Background: an optimization exercise with open tools, aiming at small area and a short achievable clock period. Do not read the settings as production practice. No functional check of the RTL was part of any run shown here. Power figures rest on the tool's default switching activity, not on a simulated workload.

<file path="flow/flow/run.sh">
#!/bin/bash
export BUFFER_PORTS_ARGS="-buffer_cell sky130_fd_sc_hd__buf_2"
cp standard.sh standard_copy.txt 2>/dev/null
bash standard.sh > standard.log 2>&1
exit $?
</file>
<file path="flow/standard.sh">
#!/bin/bash
# synth_recipe.tcl (not shown) runs the flow's synth.tcl, then flattens the netlist and writes it again
# the make line also repeats each setting of config.mk as NAME=value (left out here)
make -C /OpenROAD-flow-scripts/flow DESIGN_CONFIG=/design/flow/config.mk WORK_HOME=/design/flow/orfs CLKGATE_MAP_FILE= SYNTH_SCRIPT=/design/flow/synth_recipe.tcl "${@:-finish}"
</file>
<file path="flow/config.mk">
export PLATFORM = sky130hd
export DESIGN_NAME = present_redundant_ctrl
export DESIGN_NICKNAME = present_redundant_ctrl
export VERILOG_FILES = /design/flow/design.v
export SDC_FILE = /design/flow/constraint.sdc
export NUM_CORES = 4
export LEC_CHECK = 0
export CAP_MARGIN = 20
export CORE_MARGIN = 2
export CORE_UTILIZATION = 40
export SETUP_SLACK_MARGIN = 2.0
export SLEW_MARGIN = 20
</file>
<file path="flow/constraint.sdc">
create_clock -name core_clock -period 4.0 [get_ports {clk_i}]
set_input_delay 0.8000 -clock core_clock [delete_from_list [all_inputs] [get_ports {clk_i}]]
set_output_delay 0.8000 -clock core_clock [all_outputs]
set_load 0.01 [all_outputs]
</file>
<file path="flow/design.v">
module present_redundant_ctrl (
    input  logic        clk_i,
    input  logic        rst,
    input  logic        start_i,
    input  logic [63:0] data_i,
    input  logic [79:0] key_i,
    output logic        ready_o,
    output logic [63:0] data_o,
    output logic        data_o_valid,
    input  logic        cointoss,
    input  logic        clr_alarm_i,
    output logic        fault_o,
    output logic        alarm_o,
    output logic [7:0]  fault_cnt_o
);
    function automatic logic [3:0] sbox(input logic [3:0] x);
        logic [3:0] y;
        y[0] = (~x[3] & ~x[2] & ~x[1] & x[0])
                | (~x[3] & ~x[2] & x[1] & x[0])
                | (~x[3] & x[2] & ~x[1] & ~x[0])
                | (~x[3] & x[2] & x[1] & x[0])
                | (x[3] & ~x[2] & ~x[1] & ~x[0])
                | (x[3] & ~x[2] & x[1] & ~x[0])
                | (x[3] & x[2] & ~x[1] & x[0])
                | (x[3] & x[2] & x[1] & ~x[0]);
        y[1] = (~x[3] & ~x[2] & x[1] & ~x[0])
                | (~x[3] & ~x[2] & x[1] & x[0])
                | (~x[3] & x[2] & x[1] & ~x[0])
                | (x[3] & ~x[2] & ~x[1] & ~x[0])
                | (x[3] & ~x[2] & ~x[1] & x[0])
                | (x[3] & ~x[2] & x[1] & ~x[0])
                | (x[3] & x[2] & ~x[1] & x[0])
                | (x[3] & x[2] & x[1] & x[0]);
        y[2] = (~x[3] & ~x[2] & ~x[1] & ~x[0])
                | (~x[3] & ~x[2] & ~x[1] & x[0])
                | (~x[3] & ~x[2] & x[1] & ~x[0])
                | (~x[3] & x[2] & x[1] & x[0])
                | (x[3] & ~x[2] & ~x[1] & x[0])
                | (x[3] & ~x[2] & x[1] & ~x[0])
                | (x[3] & x[2] & ~x[1] & ~x[0])
                | (x[3] & x[2] & ~x[1] & x[0]);
        y[3] = (~x[3] & ~x[2] & ~x[1] & ~x[0])
                | (~x[3] & ~x[2] & x[1] & x[0])
                | (~x[3] & x[2] & ~x[1] & ~x[0])
                | (~x[3] & x[2] & x[1] & ~x[0])
                | (~x[3] & x[2] & x[1] & x[0])
                | (x[3] & ~x[2] & ~x[1] & x[0])
                | (x[3] & ~x[2] & x[1] & ~x[0])
                | (x[3] & ~x[2] & x[1] & x[0]);
        sbox = y;
    endfunction
    logic idle_q, load_q, run_q, chk_ok_q, chk_tmo_q, out_q, fo_q, lock_q;
    logic idle_n, load_n, run_n, chk_ok_n, chk_tmo_n, out_n, lock_n;
    logic dk_hi_q, dk_lo_q, ds_hi_q, ds_lo_q;
    logic [63:0] sk_q;        
    logic [79:0] key_q;       
    logic [6:0]  tcnt_q;      
    logic [63:0] sl, perm, sk_src;
    logic [79:0] key_rot, next_key, key_d;
    logic        adv;
    for (genvar n = 0; n < 16; n++) begin : g_sbox
        assign sl[4*n +: 4] = sbox(sk_q[4*n +: 4]);
    end
    for (genvar i = 0; i < 64; i++) begin : g_perm
        assign perm[16*(i%4) + i/4] = sl[i];
    end
    assign key_rot  = {key_q[18:0], key_q[79:19]};
    assign next_key = {sbox(key_rot[79:76]), key_rot[75:20], key_rot[19:15] ^ tcnt_q[4:0],
                       key_rot[14:0]};
    assign key_d    = {dk_hi_q ? key_i[79:40] : next_key[79:40],
                       dk_lo_q ? key_i[39:0]  : next_key[39:0]};
    assign sk_src   = {ds_hi_q ? data_i[63:32] : perm[63:32],
                       ds_lo_q ? data_i[31:0]  : perm[31:0]};
    assign adv = (tcnt_q[6:5] == 2'b00);
    logic [1:0]  cnt_q;
    logic [4:0]  pcnt_q;      
    logic [63:0] result_q;
    logic        pdone, tmo, cnt_hit;
    assign pdone   = &pcnt_q;
    assign tmo     = tcnt_q[6] & tcnt_q[0];        
    assign cnt_hit = fo_q & cnt_q[1];               
    assign idle_n    = (idle_q & ~start_i) | (out_q & ~cnt_hit) | (lock_q & clr_alarm_i);
    assign load_n    = idle_q & start_i;
    assign run_n     = load_q | (run_q & ~pdone & ~tmo);
    assign chk_ok_n  = run_q & pdone;
    assign chk_tmo_n = run_q & ~pdone & tmo;
    assign out_n     = chk_ok_q | chk_tmo_q;
    assign lock_n    = (out_q & cnt_hit) | (lock_q & ~clr_alarm_i);
    always_ff @(posedge clk_i) begin
        key_q <= key_d;
        if (ds_hi_q || adv) sk_q[63:32] <= sk_src[63:32] ^ key_d[79:48];
        if (ds_lo_q || adv) sk_q[31:0]  <= sk_src[31:0]  ^ key_d[47:16];
        tcnt_q <= dk_lo_q ? 7'd1 : tcnt_q + 7'd1;
        if (!run_q)                 pcnt_q <= 5'd0;
        else if (!cointoss && !pdone) pcnt_q <= pcnt_q + 5'd1;
    end
    always_ff @(posedge clk_i or negedge rst) begin
        if (!rst) begin
            idle_q    <= 1'b1;
            dk_hi_q   <= 1'b1;
            dk_lo_q   <= 1'b1;
            ds_hi_q   <= 1'b1;
            ds_lo_q   <= 1'b1;
            load_q    <= 1'b0;
            run_q     <= 1'b0;
            chk_ok_q  <= 1'b0;
            chk_tmo_q <= 1'b0;
            out_q     <= 1'b0;
            fo_q      <= 1'b0;
            lock_q    <= 1'b0;
            cnt_q     <= 2'd0;
            result_q  <= '0;
        end else begin
            idle_q    <= idle_n;
            load_q    <= load_n;
            run_q     <= run_n;
            chk_ok_q  <= chk_ok_n;
            chk_tmo_q <= chk_tmo_n;
            out_q     <= out_n;
            fo_q      <= chk_tmo_q;
            lock_q    <= lock_n;
            dk_hi_q   <= ~(load_n | run_n);                       
            dk_lo_q   <= idle_n | out_n | lock_n;                 
            ds_hi_q   <= idle_n | chk_ok_n | chk_tmo_n | lock_n;  
            ds_lo_q   <= idle_n | chk_ok_n | chk_tmo_n | out_n;   
            if (out_q & fo_q)             cnt_q <= cnt_q + 2'd1;
            else if (lock_q & clr_alarm_i) cnt_q <= 2'd0;
            if (chk_ok_q)       result_q <= sk_q;
            else if (chk_tmo_q) result_q <= '0;
        end
    end
    assign data_o       = result_q;
    assign data_o_valid = out_q;
    assign ready_o      = idle_q;
    assign fault_o      = fo_q;
    assign alarm_o      = lock_q;
    assign fault_cnt_o  = {6'd0, cnt_q};
endmodule
</file>
==> reports/qor.yml, run 1 <==
status: "finished clean"
setup.worst_path.start: "idle_q$_DFF_PN1_"
worstPathRequired_ns: 3.20
finalSetupTns_ns: 0
synth_area_leaders: "edfxtp_1, dfxtp_1, dfrtp_1, mux2_2, xor2_1"
internal-power_mw: 7.61
power_density_mw_per_mm2: 958
fp.coreArea_sq_mm: 0.0270
gr-usage-met1_pct: 32.6
port-buffer-count: 218
worstMarginPinSlew_ns: 0.801
synth_cell_type_count: 50
max_freq_mhz: 507
layout-drive-gt1-share_pct: 30.2
finalWirelength_microns: 33300
synth_edf_count: 64
htreeDepth: 1
antenna_found_initial: 0
num-fill-cells: 2506
dr.first_iter.drc_count: 826
avgSynthCellArea_sq_um: 10.9
first_pass_iters: 5
critPathLaunchType: "register"
clkTransAtPathRegs_ns: 0.06
synth_seq_cells: 234
cp_data_arrival_time_ns: 1.17
dieArea_sq_mm: 0.0289
grt.overflow.total: 0
multi_input_area_sq_mm: 0.00489
viasPerCell: 5.37
start_util_pct: 40.8
ant_nets: 0
setup_viol: 0
regArea_sq_mm: 0.00574
cap_violations: 0
path_class: "reg -> out"
setup_ws_ns: 2.03
slew_violations: 0
ys.flop_type: "dfxtp_1"
min_path_type: "in -> async"
switching_power_mw: 5.00
use_met2_pct: 34.9
critPathMaxStageDelay_ns: 0.55
crit_chain: "buf_6"
ctsRootBufferMaster: "clkbuf_16"
cts_buffers: 26
die_h_microns: 170
combPwrFrac_pct: 39.4
fp.dieW_microns: 170
swShare_pct: 39.7
syn_to_final_growth_pct: 19.3
vias: 8387
min_period_ns: 1.97
clock_latency_ns: 0.53
dp_slack_ns: 1.52
diodes: 0
routedWlPerCell_microns: 21.3
grt_pass1_wl_microns: 48400
synth_warnings: 1
slowest_stage: "dfstp_2"
grt_max_degree: 65
cp-end-kind: "output pin"
busiest_layer: "met2"
grt_usage_pct: 22.4
cp_max_fo: 3
slew_headroom_pct: 46.5
fin_crit_sh_pct: 49.4
finish.utilization_pct: 48.7
r2r-start: "dk_lo_q$_DFF_PN1_"
synthCells: 1016
seq_area_frac_synth_pct: 51.8
crit_family: "flip-flops"
path_buf_inv: 1
rsz0062_at_grt: "no"
cts_tree: "built"
gp_congestion: 0.844
cts_buffer_depth: 3
drc: 0
hold_violations: 0
ctsHoldBuffers: 0
nNetsFinal: 1352
synth_top_area_cell: "edfxtp_1"
peakVddDrop_uv: 372
grt_pass1_vias: 7874
seqPwrFrac_pct: 42.1
p_clk_share_pct: 18.4
syn_area_sq_mm: 0.0110
cts_sinks: 234
grt_util_met3_pct: 3.65
hpwl_microns: 24200
rows: 60
synth_top_cell_area_share_pct: 17.4
leakage_nw: 5.74
ios: 225
skew_ns: 0.0113
synth-async-reset-ratio_pct: 33.3
-- kinds of logic (layout without fill, tap and decap cells) --
logic type,Yosys count,in the layout,synth area share (%)
compound gates,265,265,16.4
flops,234,234,51.8
simple gates,230,230,10.9
xor+xnor,112,112,8.89
buf+inv,100,299,4.26
mux,71,71,7.24
fa+ha+maj,3,3,0.340
other cells,1,6,0.0340
-- Yosys cell counts (7+ instances only) --
cell type  instances
xor2_1            68
o21ai_0           39
o31ai_1           31
or2_2             17
buf_4              7
xnor2_1           44
nor2_1            26
inv_1             21
a21oi_1           47
edfxtp_1          64
o22ai_1           17
dfxtp_1           92
nand2_1           81
mux2_2            71
dfrtp_1           73
nor2b_1           36
a31oi_1           30
o211ai_1          15
o21ai_1            7
clkbuf_1          18
or3b_1            15
nand2b_1          34
buf_2             49
a22o_1            65
-- state kept, by name, indices dropped and copies added (netlist names) --
name / count
key_q: 80
tcnt_q: 7
idle_q: 1
chk_tmo_q: 1
chk_ok_q: 1
dk_hi_q: 1
run_q: 1
ds_hi_q: 1
dk_lo_q: 1
ds_lo_q: 1
fo_q: 1
lock_q: 1
cnt_q: 2
out_q: 1
result_q: 64
sk_q: 64
pcnt_q: 5
load_q: 1
-- routing by layer --
| layer | routed length (microns) | share of wire [%] |
|---|---|---|
| met5 | 0 | 0 |
| met4 | 670 | 2.0 |
| met3 | 2280 | 6.9 |
| met2 | 15000 | 45 |
| met1 | 15400 | 46 |
-- power by group through the flow --
| stage | Clock [mW] | Combinational, mW | Sequential, mW |
|---|---|---|---|
| final | 2.32 | 4.97 | 5.31 |
| after floorplan | 0 | 4.29 | 4.32 |
| after detailed placement | 0 | 4.84 | 5.35 |
| after global placement | 0 | 4.76 | 5.34 |
| after global routing | 2.45 | 5.51 | 5.46 |
| after CTS | 2.35 | 4.92 | 5.31 |
-- stage by stage --
step           instance area (sq um)  hold WS [ns]  std cells  power (mW)
2_1_floorplan                  11100         0.355       1021        8.61
3_3_place_gp                   12300         0.415       1510        10.1
3_5_place_dp                   12300         0.434       1510        10.2
4_1_cts                        13100         0.363       1559        12.6
5_1_grt                        13200         0.380       1561        13.4
6_report                       13200         0.310       1561        12.6
-- area by class of cell --
type	instances	share of cell area (%)
clock buffers	36	5.39
clock inverters	12	0.798
inverters	22	0.646
multi-input cells	687	37.2
flip-flops and latches	234	43.6
well taps	341	3.24
repair buffers	229	9.21
-- path summary, 6_finish.rpt --
kind                       cells past startpoint  slack [ns]                       end
max                                            1        2.03                   ready_o
min in group core_clock                        0        0.44            fo_q$_DFF_PN0_
max reg2reg                                    3        2.09        sk_q[18]$_DFFE_PP_
min                                            1        0.31  result_q[39]$_DFFE_PN0P_
max in group asynchronous                      2        2.82  result_q[35]$_DFFE_PN0P_
min reg2reg                                    0        0.44            fo_q$_DFF_PN0_
-- timing repair --
item,CTS,global route
setup buffers,1,2
endpoints found under the setup margin,108,35
resized for setup,9,1
-- placed cells by master (no fill, tap or decap), types with 7 or more instances in the layout --
cell type,n
dfrtp_1,72
clkbuf_16,27
clkbuf_1,9
o21ai_0,38
a22o_1,65
nor2b_1,36
or2_2,17
mux2_2,71
or3b_1,15
xnor2_1,43
buf_2,216
o211ai_1,15
inv_1,21
nor2_1,25
edfxtp_1,64
buf_4,7
nand2b_1,34
o21ai_1,7
o22ai_1,17
xor2_1,68
a31oi_1,30
nand2_1,81
o31ai_1,31
dfxtp_1,92
a21oi_1,47
==> run 2, diff against run 1 <==
--- a/flow/config.mk
+++ b/flow/config.mk
@@ -10,3 +10,3 @@
 export CORE_UTILIZATION = 40
-export SETUP_SLACK_MARGIN = 2.0
+export SETUP_SLACK_MARGIN = 2.3
 export SLEW_MARGIN = 20
==> run 2 against run 1 <==
  * Area after synthesis stayed put
  * Die area stayed put
  * Sequential share of layout area is 4.3 points lower
  * Synthesized cell count stayed put
  * Global-route usage is 1.4 points higher
  * Clock skew is 0.0060 ns higher
  * Via count is 7.8% higher
  * Highest routed layer unchanged
==> reports/qor.yml, run 2 <==
clock_latency_ns: 0.54
layout-drive-gt1-share_pct: 37.7
status: "finished clean"
reg2reg_slack_ns: 2.22
dieArea_sq_mm: 0.0289
min_path_type: "in -> async"
nNetsFinal: 1470
crit_family: "flip-flops"
die_h_microns: 170
cts_sinks: 234
setup_viol: 0
slew_headroom_pct: 45.8
hpwl_microns: 24100
fin_crit_sh_pct: 49.2
dp_cells: 1509
dr_wl_met3_microns: 1990
ios: 225
finish.utilization_pct: 54.1
total_power_mw: 13.9
gp_congestion: 0.883
dr.first_iter.drc_count: 914
seq_area_frac_synth_pct: 51.8
synth_top_area_cell: "edfxtp_1"
worstMarginPinSlew_ns: 0.812
avgSynthCellArea_sq_um: 10.9
layout.cells.non_filler: 1680
path_class: "reg -> out"
synthMostInstantiatedCell: "dfxtp_1"
vias: 9042
path_buf_inv: 1
skew_ns: 0.0173
ctsHoldBuffers: 0
htreeDepth: 1
max_freq_mhz: 508
drc: 0
fp.coreArea_sq_mm: 0.0270
clkTransAtPathRegs_ns: 0.06
crit_chain: "buf_6"
grt_max_degree: 79
min_period_ns: 1.97
grt_pass1_wl_microns: 50900
ctsRootBufferMaster: "clkbuf_16"
first_pass_iters: 6
viasPerCell: 5.38
rows: 60
start_util_pct: 40.8
met2_length_microns: 17100
cts_buffers: 26
critPathMaxStageDelay_ns: 0.54
grt_pass1_vias: 8132
num-fill-cells: 2426
routedWlPerCell_microns: 21.6
r2r_cells: 4
synth_area_leaders: "edfxtp_1, dfxtp_1, dfrtp_1, mux2_2, xor2_1"
layout_commonest_cell: "buf_2"
synthCells: 1016
critPathLaunchType: "register"
antenna_found_initial: 0
hold_violations: 0
cts_tree: "built"
synth_top_cell_area_share_pct: 17.4
slowest_stage: "dfstp_2"
rsz0062_at_grt: "yes"
maxUsedRoutingLayer: "met4"
r2r-end: "sk_q[58]$_DFFE_PP_"
slew_violations: 0
r2r-start: "dk_hi_q$_DFF_PN1_"
port-buffer-count: 218
leakage_nw: 6.63
cp-end-kind: "output pin"
path_depth: 1
synth_warnings: 1
largestRegisters: "key_q x80, result_q x64, sk_q x64"
cp_data_arrival_time_ns: 1.17
syn_area_sq_mm: 0.0110
finalSetupTns_ns: 0
fp.dieW_microns: 170
largest_register_ff_count: 80
synthTopCellsByCount: "dfxtp_1, nand2_1, dfrtp_1, mux2_2, xor2_1"
finalWirelength_microns: 36400
cp_max_fo: 3
met1Wirelength_microns: 16600
synth-async-reset-ratio_pct: 33.3
layout_common_cells: "buf_2, buf_4, dfxtp_1"
peakVddDrop_uv: 427
synth_edf_count: 64
ant_nets: 0
power_density_mw_per_mm2: 948
ys.flop_type: "dfxtp_1"
cap_violations: 0
syn_to_final_growth_pct: 32.4
grt_usage_pct: 23.7
worstPathRequired_ns: 3.20
hold_slack_ns: 0.307
synth_cell_type_count: 50
largest-register: "key_q"
grt.overflow.total: 0
synth_seq_cells: 234
cts_buffer_depth: 3
[run 2: cell counts after synthesis]
No cell type changed its count.
[run 2: worst reg2reg max path, delay by kind of cell (launching register included)]
family                 cells  cell delay, ns
multiplexers               1            0.39
flip-flops                 1            0.73
buffers and inverters      2            0.27
XOR/XNOR                   1            0.14
[run 2: report_power, final]
| part | internal (mW) | switching, mW |
|---|---|---|
| Combinational | 3.01 | 3.20 |
| Sequential | 3.91 | 1.22 |
| Clock | 1.54 | 0.979 |
[run 2: worst max path at each step]
stage / startpoint / endpoint / slack (ns)
3_3_place_gp: ds_hi_q$_DFF_PN1_ / sk_q[57]$_DFFE_PP_ / 1.59
4_1_cts: idle_q$_DFF_PN1_ / ready_o / 2.02
5_1_grt: idle_q$_DFF_PN1_ / ready_o / 2.01
2_1_floorplan: ds_lo_q$_DFF_PN1_ / sk_q[0]$_DFFE_PP_ / 2.33
6_report: idle_q$_DFF_PN1_ / ready_o / 2.03
3_5_place_dp: ds_hi_q$_DFF_PN1_ / sk_q[57]$_DFFE_PP_ / 1.57
[run 2: repair_timing]
action | 4_1_cts | 5_1_grt
gates cloned | 3 | 4
pin swaps | 1 | 6
gates resized for setup | 27 | 45
setup endpoints to repair | 297 | 175
setup buffers | 63 | 52
[run 2: cell type report]
class                           count  area [sq um]  area share, %
Clock inverter                      3          42.5          0.291
Multi-Input combinational cell    689          5100           34.9
Tap cell                          341           427           2.92
Clock buffer                       45           875           5.99
Antenna cell                        1          2.50         0.0171
Timing Repair Buffer              345          2350           16.1
Inverter                           22          87.6          0.599
Sequential cell                   234          5730           39.2
[run 2: kinds of logic after synthesis]
| kind of cell | synth area share, % |
|---|---|
| adders and majority gates | 0.340 |
| AOI/OAI and AO/OA | 16.4 |
| other | 0.0340 |
| muxes | 7.24 |
| DFF | 51.8 |
| xor gates and xnor gates | 8.89 |
| and+or+nand+nor | 10.9 |
| buffers and inverters | 4.26 |
[run 2: routing by layer]
layer | up-vias | global-route usage, %
li1 | 4217 | -
met1 | 4428 | 34.4
met2 | 359 | 38.3
met3 | 38 | 3.02
met4 | 0 | 4.57
met5 | - | 0
[run 2: stage by stage]
| step | setup WS [ns] | area, sq um |
|---|---|---|
| 2_1_floorplan | 2.33 | 11100 |
| 3_3_place_gp | 1.59 | 12300 |
| 3_5_place_dp | 1.57 | 12300 |
| 4_1_cts | 2.02 | 13900 |
| 5_1_grt | 2.01 | 14600 |
| 6_report | 2.03 | 14600 |
==> run 3, diff against run 2 <==
--- a/flow/config.mk
+++ b/flow/config.mk
@@ -9,4 +9,4 @@
 export CORE_MARGIN = 2
-export CORE_UTILIZATION = 40
-export SETUP_SLACK_MARGIN = 2.3
+export CORE_UTILIZATION = 60
+export SETUP_SLACK_MARGIN = 2.0
 export SLEW_MARGIN = 20
==> run 3 against run 2 <==
  * Critical path type unchanged
  * Area after synthesis stayed put
  * Sequential share of layout area is 4.8 points higher
  * Flip-flop and latch count stayed put
  * Critical endpoint unchanged
  * Clock power is about 10% lower
  * Worst hold slack better by 0.10 ns
  * Largest power group is now sequential cells
  * Highest routed layer unchanged
==> reports/qor.yml, run 3 <==
grt_usage_pct: 30.8
cap_violations: 0
cts_buffer_depth: 3
viasPerCell: 5.86
swShare_pct: 39.5
critPathMaxStageDelay_ns: 0.53
num-fill-cells: 1363
largestRegisters: "key_q x80, result_q x64, sk_q x64"
ctsRootBufferMaster: "clkbuf_16"
grt_pass1_vias: 7980
hold_violations: 0
synth_top_cell_area_share_pct: 17.4
synth-async-reset-ratio_pct: 33.3
maxUsedRoutingLayer: "met4"
met1Wirelength_microns: 13300
syn_to_final_growth_pct: 17.9
ys.flop_type: "dfxtp_1"
finalSetupTns_ns: 0
switching_power_mw: 4.94
cp_max_fo: 3
avgSynthCellArea_sq_um: 10.9
combPwrFrac_pct: 40.2
fp.coreArea_sq_mm: 0.0180
ctsHoldBuffers: 0
setup_ws_ns: 2.03
die_h_microns: 140
internal-power_mw: 7.58
cts_tree: "built"
grt.overflow.total: 0
clkTransAtPathRegs_ns: 0.06
rsz0062_at_grt: "no"
cp-end-kind: "output pin"
synth_seq_cells: 234
crit_family: "flip-flops"
nNetsFinal: 1351
routedWlPerCell_microns: 21.5
synth_area_leaders: "edfxtp_1, dfxtp_1, dfrtp_1, mux2_2, xor2_1"
synth_cell_type_count: 50
cts_buffers: 25
synth_edf_count: 64
diodes: 0
dp_slack_ns: 1.61
power_density_mw_per_mm2: 962
critPathLaunchType: "register"
synthMostInstantiatedCell: "dfxtp_1"
min_path_type: "in -> async"
path_buf_inv: 1
ant_nets: 0
fin_crit_sh_pct: 49.2
hold_slack_ns: 0.408
worstPathRequired_ns: 3.20
max_freq_mhz: 509
dr_wl_met3_microns: 2250
p_clk_share_pct: 18.1
seqPwrFrac_pct: 41.7
slew_headroom_pct: 38.7
ios: 225
slowest_stage: "dfstp_2"
total_power_mw: 12.5
rows: 49
dieArea_sq_mm: 0.0195
htreeDepth: 1
seq_area_frac_synth_pct: 51.8
cts_sinks: 234
skew_ns: 0.0133
leakage_nw: 5.73
worstMarginPinSlew_ns: 0.919
synth_warnings: 1
cp_data_arrival_time_ns: 1.17
syn_area_sq_mm: 0.0110
peakVddDrop_uv: 546
slew_violations: 0
grt_max_degree: 71
layout_common_cells: "buf_2, dfxtp_1, nand2_1"
clock_latency_ns: 0.52
largest_register_ff_count: 80
largest-register: "key_q"
vias: 8468
finalWirelength_microns: 31100
layout-drive-gt1-share_pct: 30.4
layout_commonest_cell: "buf_2"
grt_pass1_wl_microns: 45900
hpwl_microns: 21700
dr.first_iter.drc_count: 666
start_util_pct: 61.2
setup_viol: 0
met2_length_microns: 14500
min_period_ns: 1.97
port-buffer-count: 218
crit_chain: "buf_2"
synthTopCellsByCount: "dfxtp_1, nand2_1, dfrtp_1, mux2_2, xor2_1"
synthCells: 1016
first_pass_iters: 5
path_class: "reg -> out"
fp.dieW_microns: 140
drc: 0
synth_top_area_cell: "edfxtp_1"
gp_congestion: 0.885
status: "finished clean"
antenna_found_initial: 0
==> run 3: changes by cell type in the layout (fill, tap and decap cells not counted), moves of 8 or more <==
cell / change
mux2_4: -28
buf_6: -12
mux2_2: +28
buf_4: -102
buf_12: -8
buf_2: +10
==> run 3: timing repair <==
action                                  CTS  global route
endpoints found under the setup margin   61            30
gates resized for setup                   6             2
setup buffers                             1             2
endpoints found under the hold margin     0             0
==> run 3: power groups by stage <==
stage	Sequential [mW]	Combinational (mW)	Clock [mW]
after floorplan	4.32	4.29	0
after global placement	5.25	4.72	0
after detailed placement	5.24	4.84	0
after CTS	5.20	4.94	2.29
after global routing	5.34	5.52	2.38
final	5.22	5.03	2.26
==> run 3: worst reg2reg max path, stage by stage (launching register included) <==
cell,delay (ns)
dfstp_4,0.78
buf_4,0.28
mux2_2,0.40
xor2_1,0.16
==> run 3: cell families after synthesis <==
kind of cell	synth area share (%)
mux	7.24
other cells	0.0340
simple gates	10.9
compound gates	16.4
fa+ha+maj	0.340
flops	51.8
buf+inv	4.26
xor+xnor	8.89
==> run 3: final cells by class <==
type | instances | area (sq um) | share of cell area, %
clock inverter | 4 | 25.0 | 0.192
tap | 229 | 287 | 2.20
clock buffer | 41 | 787 | 6.05
sequential | 234 | 5730 | 44.1
multi-input combinational | 687 | 4890 | 37.5
timing repair buffer | 229 | 1210 | 9.30
inverter | 22 | 85.1 | 0.654
==> run 3: path summary, 6_finish.rpt <==
path                            cells after the start                start                        to  slack, ns
worst max-delay path                                1     idle_q$_DFF_PN1_                   ready_o       2.03
worst min-delay path                                1                  rst  result_q[27]$_DFFE_PN0P_       0.41
worst max register to register                      3    dk_hi_q$_DFF_PN1_        sk_q[29]$_DFFE_PP_       2.11
worst min register to register                      0  chk_tmo_q$_DFF_PN0_            fo_q$_DFF_PN0_       0.44
max in group asynchronous                           2                  rst  result_q[55]$_DFFE_PN0P_       2.91
min in group core_clock                             0  chk_tmo_q$_DFF_PN0_            fo_q$_DFF_PN0_       0.44
==> run 3: metrics by stage <==
stage / area, sq um / util [%] / std cells
global route: 13000 / 72.2 / 1446
global placement: 12100 / 67.3 / 1398
finish: 13000 / 72.2 / 1446
detailed placement: 12100 / 67.3 / 1398
floorplan: 11100 / - / 1021
CTS: 13000 / 72.0 / 1444
==> run 3: metal layers <==
layer / global-route usage (%) / vias to the layer above
li1: - / 3968
met1: 43.8 / 4050
met2: 49.3 / 394
met3: 4.61 / 56
met4: 9.58 / 0
met5: 0 / -

## port drivers added, routing unchanged
The results above use ideal ports. As a check the final layouts listed here were re-extracted and re-timed, cells and wires unchanged.
Step 1, drivers: a clkbuf_16 drives clk_i and a buf_2 each remaining input, both assumed.
Step 2 moves the port delays by t, midway between the first and last clock arrival at a register: inputs arrive t later, outputs are due t later. That takes back most of the time a late clock gives input paths.
Three values: ideal ports, drivers, drivers and shift; two values: the first two.
run	shift t [ns]	setup slack, ns	clock arrival spread, ns	pins driven straight from the clock port
run 1	0.573	2.026 / 1.976 / 2.092	0.013 / 0.013	1
run 2	0.576	2.033 / 1.985 / 2.221	0.019 / 0.018	1
run 3	0.556	2.034 / 1.988 / 2.111	0.015 / 0.016	1
After both steps setup and hold are still met in every run listed.
